Background: an optimization exercise with open tools, aiming at small area, a short achievable clock period and few clock cycles. Do not read the settings as production practice.
Where RTL was checked, it was by simulation tests only, not by an equivalence proof against the original.
The flow treats the clock pin as an ideal source. Dropping or thinning the clock tree relies on that and would not hold on a real chip.
Power is estimated from default activity; no workload was simulated.

Design conv_input_feeder, start of the top module:
module conv_input_feeder (
    input  logic                          i_clk,
    input  logic                          i_rst,
    input  logic                          i_start,
    input  logic [23:0]                   i_geom,
    output logic                          o_rd_en,
    output logic [15:0]                   o_rd_addr,
    input  logic [63:0]                   i_rd_data,
    output logic [81:0]                   o_feed,
    output logic                          o_busy,
    output logic                          o_done
);
    logic        busy;
    logic        idle;        
    logic        done;
    logic        mode_a;      
    logic        mode_b;      
    logic        b_first;     
    logic [2:0]  p8;
    logic [7:0]  g_h;         
    logic [7:0]  g_c;         
    logic [7:0]  acc;         
    logic [15:0] raddr;       
    logic        op_clr;      
    logic        op_prod;
    logic        op_run;
    logic        op_neg;
    logic        op_cin;
    logic        gen;         
    logic [7:0]  cw;          
    logic        row0;        
    logic        z2;          
    logic [3:1]  ed;          
    logic [7:6]  ed_hi;
    logic [8:1]  vd;          
    logic [8:0]  en;          
    logic        last;
  ...
For scale: ~940 cells after synthesis, roughly 170 flip-flops, roughly 190 I/O pins.
Settings: LEC_CHECK=0, CAP_MARGIN=20, CORE_MARGIN=2, CORE_UTILIZATION=60, SLEW_MARGIN=20, BUFFER_PORTS_ARGS=-buffer_cell sky130_fd_sc_hd__buf_1, PRE_CTS_TCL=/design/flow/flow/manual_cts.tcl, MAN_CTS_LEAVES=8, MAN_CTS_MIDS=4, MAN_CTS_LEAF_CELL=sky130_fd_sc_hd__clkbuf_16, MAN_CTS_MID_CELL=sky130_fd_sc_hd__clkbuf_8, MAN_SIZE_OUTPUTS=1; clock period 10.0 ns.
standard.sh (not shown) runs the stock make flow with config.mk's settings and CLKGATE_MAP_FILE= SYNTH_SCRIPT=/design/flow/synth_recipe.tcl, a recipe that flattens the netlist after the stock synthesis.
==> flow/flow/run.sh <==
#!/bin/bash
# The standard layout (standard.sh, unchanged synthesis) with two changes:
#  - the port buffers are buf_1 (buf_2 on outputs, see below) instead of
#    the delay cells buffer_ports picks by default;
#  - clock tree: manual_cts.tcl replaces TritonCTS's H-tree with a balanced
#    two-level tree (the port drives 4 clkbuf_8, each driving 2 clkbuf_16
#    that drive one eighth of the registers, split by position), and
#    before it each output port buffer, the gate in front of it and the
#    flip-flops feeding that gate, and flip-flops with a large fanout, are
#    given a larger drive strength.
# The tool output goes to standard.log in this folder.
set -euo pipefail
here=$(pwd)
{
  echo 'export BUFFER_PORTS_ARGS = -buffer_cell sky130_fd_sc_hd__buf_1'
  echo "export PRE_CTS_TCL = $here/flow/manual_cts.tcl"
  echo 'export MAN_CTS_LEAVES = 8'
  echo 'export MAN_CTS_MIDS = 4'
  echo 'export MAN_CTS_LEAF_CELL = sky130_fd_sc_hd__clkbuf_16'
  echo 'export MAN_CTS_MID_CELL = sky130_fd_sc_hd__clkbuf_8'
  echo 'export MAN_SIZE_OUTPUTS = 1'
} >> "$FLOW_CONFIG"
bash standard.sh > standard.log 2>&1
Other scripts of this flow, unchanged in this note and not shown: flow/flow/manual_cts.tcl
Next try:
--- a/flow/design.v
+++ b/flow/design.v
@@ -352,123 +352,116 @@
     logic [7:6]  ed_hi;
     logic [8:1]  vd;          
     logic [8:0]  en;          
     logic        last;
     logic [31:0] s0, s2;      
     logic [15:0] s1;
     logic        accept;
     logic        e0;
     logic        z2_nx;
     logic        busy_nx;
     logic        a_last;      
     logic        b_last;      
-    logic        go_now;      
-    logic        gen_go;      
     logic        mode_a_nx;
     logic        mode_b_nx;
     logic [2:0]  p8_nx;
     logic [7:0]  cw_dec;
     logic [7:0]  hbits;       
     logic [7:0]  wbits;       
     logic [15:0] mcand;
     logic [15:0] add_a;
     logic [15:0] add_b;
     logic [16:0] raddr_sum;
     logic [15:0] quarter;
     assign accept    = i_start && idle;
     assign e0        = gen ? (p8 == 3'd7 && cw == 8'd0) : 1'b1;
     assign z2_nx     = (p8 == 3'd6) ? (g_h == 8'd1) : z2;
     assign busy_nx   = accept || (busy && !last);
     assign cw_dec    = cw - 8'd1;
     assign hbits     = s2[31:24];
     assign wbits     = s2[23:16];
     assign mcand     = {acc, g_c};
     assign a_last    = mode_a && hbits[7:1] == 7'd0;
     assign b_last    = mode_b && wbits[7:1] == 7'd0;
     assign mode_a_nx = accept || (mode_a && !a_last);
     assign mode_b_nx = a_last || (mode_b && !b_last);
-    assign go_now    = accept && i_geom[23:17] == 7'd0 && i_geom[15:9] == 7'd0;
-    assign gen_go    = go_now ||
-                       (mode_a && ((hbits[7:1] == 7'd1 && wbits[7:1] == 7'd0) ||
-                                   (hbits[7:1] == 7'd0 && wbits[7:1] == 7'd1))) ||
-                       (mode_b && wbits[7:3] == 5'd0 && wbits[2]);
-    assign p8_nx     = gen_go ? 3'd0 : p8 + 3'd1;
+    assign p8_nx     = b_last ? 3'd0 : p8 + 3'd1;
     always_ff @(posedge i_clk) begin
         if (i_rst) begin
             busy    <= 1'b0;
             idle    <= 1'b1;
             done    <= 1'b0;
             mode_a  <= 1'b0;
             mode_b  <= 1'b0;
             gen     <= 1'b0;
             vd      <= '0;
             last    <= 1'b0;
         end else begin
             busy    <= busy_nx;
             idle    <= !busy_nx;
             done    <= last;
             last    <= vd[7] && !vd[6];
             vd      <= {vd[7:1], gen};
             mode_a  <= mode_a_nx;
             mode_b  <= mode_b_nx;
-            if (gen_go) begin
+            if (b_last) begin
                 gen <= 1'b1;
             end else if (gen && p8 == 3'd7 && cw == 8'd0 && g_h == 8'd1) begin
                 gen <= 1'b0;
             end
         end
     end
     always_ff @(posedge i_clk) begin
         p8      <= p8_nx;
         b_first <= a_last;
         if (idle) begin
             g_h <= i_geom[23:16];
         end else if (gen && p8 == 3'd7 && cw == 8'd0) begin
             g_h <= g_h - 8'd1;
         end
         if (idle) begin
             acc <= 8'd0;
             g_c <= i_geom[7:0];
         end else if (b_last) begin
-            g_c <= cw;
+            g_c <= cw_dec;
         end else if (mode_b && b_first) begin
             {acc, g_c} <= {raddr[14:0], 1'b0};
         end else if (mode_a || mode_b) begin
             {acc, g_c} <= {mcand[14:0], 1'b0};
         end
         if (idle) begin
-            cw <= go_now ? 8'd0 : i_geom[15:8];
-        end else if (gen_go) begin
+            cw <= i_geom[15:8];
+        end else if (b_last) begin
             cw <= cw_dec;
         end else if (gen && p8 == 3'd7) begin
             cw <= (cw == 8'd0) ? g_c : cw_dec;
         end
         op_clr  <= accept || (a_last && !wbits[0]);
         op_prod <= (accept && i_geom[16]) || (mode_a && !a_last && hbits[1]) ||
                    (mode_b && !b_last && wbits[1]);
         op_run  <= !mode_a_nx && !mode_b_nx;
         op_neg  <= p8_nx[0] ^ p8_nx[1];
-        op_cin  <= !mode_a_nx && !mode_b_nx &&
+        op_cin  <= !mode_a_nx && !mode_b_nx && !b_last &&
                    (p8_nx == 3'd0 || p8_nx == 3'd1 || p8_nx == 3'd3 ||
                     p8_nx == 3'd4 || p8_nx == 3'd6);
         raddr <= raddr_sum[16:1];
     end
     assign add_a = raddr & {16{!op_clr}};
     assign add_b = ({16{op_prod}} & mcand)
                  | ({16{op_run}} & ({{8{op_neg}}, g_c ^ {8{op_neg}}}));
     assign raddr_sum = {add_a, 1'b1} + {add_b, op_cin};
     assign o_rd_addr = raddr;
     assign o_rd_en   = busy;       
     always_ff @(posedge i_clk) begin
-        if (gen_go) begin
+        if (b_last) begin
             row0 <= 1'b1;
         end else if (gen && p8 == 3'd7 && cw == 8'd0) begin
             row0 <= 1'b0;
         end
         ed    <= {ed[2:1], e0};
         ed_hi <= {ed_hi[6], !en[5]};
         if (p8 == 3'd6) z2 <= (g_h == 8'd1);
         en[0] <= !(e0    || row0);
         en[1] <= !row0;
         en[2] <= !(ed[1] || row0);
         en[3] <= !ed[3];
         en[4] <= 1'b1;
After rerunning: The changed run finished clean. Combinational power increases by 2.9%. Final area falls by 2.4%. Routed wire length fell by 4.0%. Final cell count is lower by 2.8%. Core utilization falls by 0.85 points.
Testbench counts after the change, summed over its fixed seeds: cycles 58,660.
Only the layout flow was run in the first run of this note; the RTL was not checked for function there. In every run of this note, the design's own scripts or RTL, not TritonCTS, make the clock network.

---

conv_input_feeder, a different RTL version from the one above (not shown whole).
Size: ~160 flip-flops, about 190 I/O pins, roughly 8200 um^2 of cells after synthesis.
clock: 10.0 ns
lec_check: 0
cap_margin: 20
core_margin: 2
core_utilization: 60
slew_margin: 20
buffer_ports_args: -buffer_cell sky130_fd_sc_hd__buf_1
pre_cts_tcl: /design/flow/flow/manual_cts.tcl
man_cts_leaves: 8
man_cts_mids: 4
man_cts_leaf_cell: sky130_fd_sc_hd__clkbuf_16
man_cts_mid_cell: sky130_fd_sc_hd__clkbuf_8
man_size_outputs: 1
Scripts as last shown in full above: flow/flow/run.sh
Other scripts of this flow, unchanged in this note and not shown: flow/flow/manual_cts.tcl
Testbench counts at the start, summed over its fixed seeds: cycles 58,026.
Edit:
--- a/flow/design.v
+++ b/flow/design.v
@@ -332,60 +332,60 @@
     logic        idle;        
     logic        done;
     logic        mode_a;      
     logic        mode_b;      
     logic        b_first;     
     logic [2:0]  p8;
     logic [7:0]  g_h;         
     logic [7:0]  g_c;         
+    logic [7:0]  acc;         
     logic [15:0] raddr;       
     logic        op_clr;      
     logic        op_prod;
     logic        op_run;
     logic        op_neg;
     logic        op_cin;
     logic        gen;         
     logic [7:0]  cw;          
     logic        row0;        
     logic        z2;          
     logic [3:1]  ed;          
     logic [7:6]  ed_hi;
     logic [8:1]  vd;          
     logic [8:0]  en;          
-    logic        last;        
+    logic        last;
     logic [31:0] s0, s2;      
     logic [15:0] s1;
     logic        accept;
     logic        e0;
     logic        z2_nx;
     logic        busy_nx;
     logic        a_last;      
     logic        b_last;      
     logic        gen_go;      
     logic        mode_a_nx;
     logic        mode_b_nx;
     logic [2:0]  p8_nx;
     logic [7:0]  cw_dec;
     logic [7:0]  hbits;       
     logic [7:0]  wbits;       
-    logic [15:0] mcand;       
+    logic [15:0] mcand;
     logic [15:0] add_a;
     logic [15:0] add_b;
     logic [16:0] raddr_sum;
     logic [15:0] quarter;
     assign accept    = i_start && idle;
-    assign last      = vd[8] && !vd[7];
     assign e0        = gen ? (p8 == 3'd7 && cw == 8'd0) : 1'b1;
     assign z2_nx     = (p8 == 3'd6) ? (g_h == 8'd1) : z2;
     assign busy_nx   = accept || (busy && !last);
     assign cw_dec    = cw - 8'd1;
     assign hbits     = s2[31:24];
     assign wbits     = s2[23:16];
-    assign mcand     = s0[31:16];
+    assign mcand     = {acc, g_c};
     assign a_last    = mode_a && hbits[7:1] == 7'd0;
     assign b_last    = mode_b && wbits[7:1] == 7'd0;
     assign mode_a_nx = accept || (mode_a && !a_last);
     assign mode_b_nx = a_last || (mode_b && !b_last);
     assign gen_go    = !gen &&
                        ((mode_a && ((hbits[7:1] == 7'd1 && wbits[7:1] == 7'd0) ||
                                     (hbits[7:1] == 7'd0 && wbits[7:1] <= 7'd1))) ||
                         (mode_b && wbits[7:3] == 5'd0 && wbits[2]));
@@ -394,20 +394,22 @@
         if (i_rst) begin
             busy    <= 1'b0;
             idle    <= 1'b1;
             done    <= 1'b0;
             mode_a  <= 1'b0;
             mode_b  <= 1'b0;
             gen     <= 1'b0;
             vd      <= '0;
+            last    <= 1'b0;
         end else begin
             busy    <= busy_nx;
             idle    <= !busy_nx;
             done    <= last;
+            last    <= vd[7] && !vd[6];
             vd      <= {vd[7:1], gen};
             mode_a  <= mode_a_nx;
             mode_b  <= mode_b_nx;
             if (gen_go) begin
                 gen <= 1'b1;
             end else if (gen && p8 == 3'd7 && cw == 8'd0 && g_h == 8'd1) begin
                 gen <= 1'b0;
             end
@@ -416,17 +418,26 @@
     always_ff @(posedge i_clk) begin
         p8      <= p8_nx;
         b_first <= a_last;
         if (idle) begin
             g_h <= i_geom[23:16];
         end else if (gen && p8 == 3'd7 && cw == 8'd0) begin
             g_h <= g_h - 8'd1;
         end
-        if (b_last) g_c <= cw;
+        if (idle) begin
+            acc <= 8'd0;
+            g_c <= i_geom[7:0];
+        end else if (b_last) begin
+            g_c <= cw;
+        end else if (mode_b && b_first) begin
+            {acc, g_c} <= {raddr[14:0], 1'b0};
+        end else if (mode_a || mode_b) begin
+            {acc, g_c} <= {mcand[14:0], 1'b0};
+        end
         if (idle) begin
             cw <= i_geom[15:8];
         end else if (gen_go) begin
             cw <= cw_dec;
         end else if (gen && p8 == 3'd7) begin
             cw <= (cw == 8'd0) ? g_c : cw_dec;
         end
         op_clr  <= accept || (a_last && !wbits[0]);
@@ -470,26 +481,19 @@
             2'd1:    quarter = i_rd_data[15:0];
             2'd2:    quarter = i_rd_data[31:16];
             default: quarter = i_rd_data[47:32];
         endcase
     end
     always_ff @(posedge i_clk) begin
         s1[15:8] <= quarter[15:8];
         s1[7:0]  <= p8[0] ? quarter[7:0] : s1[15:8];
-        if (idle)                  s0[31:16] <= {8'd0, i_geom[7:0]};
-        else if (mode_b && b_first) s0[31:16] <= {raddr[14:0], 1'b0};
-        else if (mode_a || mode_b) s0[31:16] <= {mcand[14:0], 1'b0};
-        else begin
-            s0[31:24] <= p8[2] ? i_rd_data[63:56] : i_rd_data[31:24];
-            if (p8[1:0] == 2'd0) s0[23:16] <= p8[2] ? i_rd_data[55:48] : i_rd_data[23:16];
-            else                 s0[23:16] <= s0[31:24];
-        end
-        if (p8[1:0] == 2'd0) s0[15:0] <= p8[2] ? i_rd_data[47:32] : i_rd_data[15:0];
-        else                 s0[15:0] <= s0[23:8];
+        s0[31:24] <= p8[2] ? i_rd_data[63:56] : i_rd_data[31:24];
+        if (p8[1:0] == 2'd0) s0[23:0] <= p8[2] ? i_rd_data[55:32] : i_rd_data[23:0];
+        else                 s0[23:0] <= s0[31:8];
         if (idle)        s2[31:24] <= i_geom[23:16];
         else if (mode_a) s2[31:24] <= {1'b0, hbits[7:1]};
         else             s2[31:24] <= p8[2] ? i_rd_data[31:24] : i_rd_data[63:56];
         if (idle)                  s2[23:16] <= i_geom[15:8];
         else if (mode_a)           s2[23:16] <= wbits;
         else if (mode_b)           s2[23:16] <= {1'b0, wbits[7:1]};
         else if (p8[1:0] == 2'd2)  s2[23:16] <= p8[2] ? i_rd_data[23:16] : i_rd_data[55:48];
         else                       s2[23:16] <= s2[31:24];
Result: The changed run completed with no timing, DRC or antenna violations; global-route usage fell by 3.2 points; critical path depth stays the same; worst setup slack improves by 11 ps; worst hold slack hardly moves; final cell count is higher by 3.7%; sequential power increases by about 10%; clock skew came out lower by 7.0 ps; combinational power increases by 2.3%; total power increases by 5.1%; flip-flop and latch count came out higher by 9; die area rises by 5.1%; final area grows by 4.5%.
Only the layout flow was run in the second run of this note; the RTL was not checked for function there. In every run of this note, the design's own scripts or RTL, not TritonCTS, make the clock network.

==> separate check: timing with driven ports <==
In the flow no input, the clock included, has a driving cell. The finished layouts below were timed again as built, in two steps. Step 1 (the two cells are an assumption about what drives the block):
set clk [get_ports {i_clk}]
set_driving_cell -lib_cell sky130_fd_sc_hd__clkbuf_16 $clk
set_driving_cell -lib_cell sky130_fd_sc_hd__buf_2 [delete_from_list [all_inputs] $clk]
Step 2 moves the port delays by t, midway between the first and last clock arrival at a register: inputs arrive t later, outputs are due t later. That takes back most of the time a late clock gives input paths. Three values: ideal, step 1, step 2; two values: the first two.
| run | t (ns) | setup slack, ns | clock arrival spread, ns | worst register clock-pin slew, ns |
|---|---|---|---|---|
| the first run of note 1 | 0.358 | 6.147 / 6.201 / 5.843 | 0.012 / 0.012 | 0.09 / 0.09 |
| the second run of note 1 | 0.358 | 6.987 / 6.913 / 6.854 | 0.009 / 0.009 | 0.09 / 0.09 |
| the first run of note 2 | 0.366 | 7.009 / 6.931 / 6.766 | 0.021 / 0.021 | 0.09 / 0.09 |
| the second run of note 2 | 0.357 | 7.019 / 6.948 / 6.976 | 0.014 / 0.013 | 0.09 / 0.09 |
After both steps setup and hold are still met in every run listed. The setup slack of the first run of note 1, which loses most, moves by +0.054 ns with the drivers and by -0.304 ns with both steps.
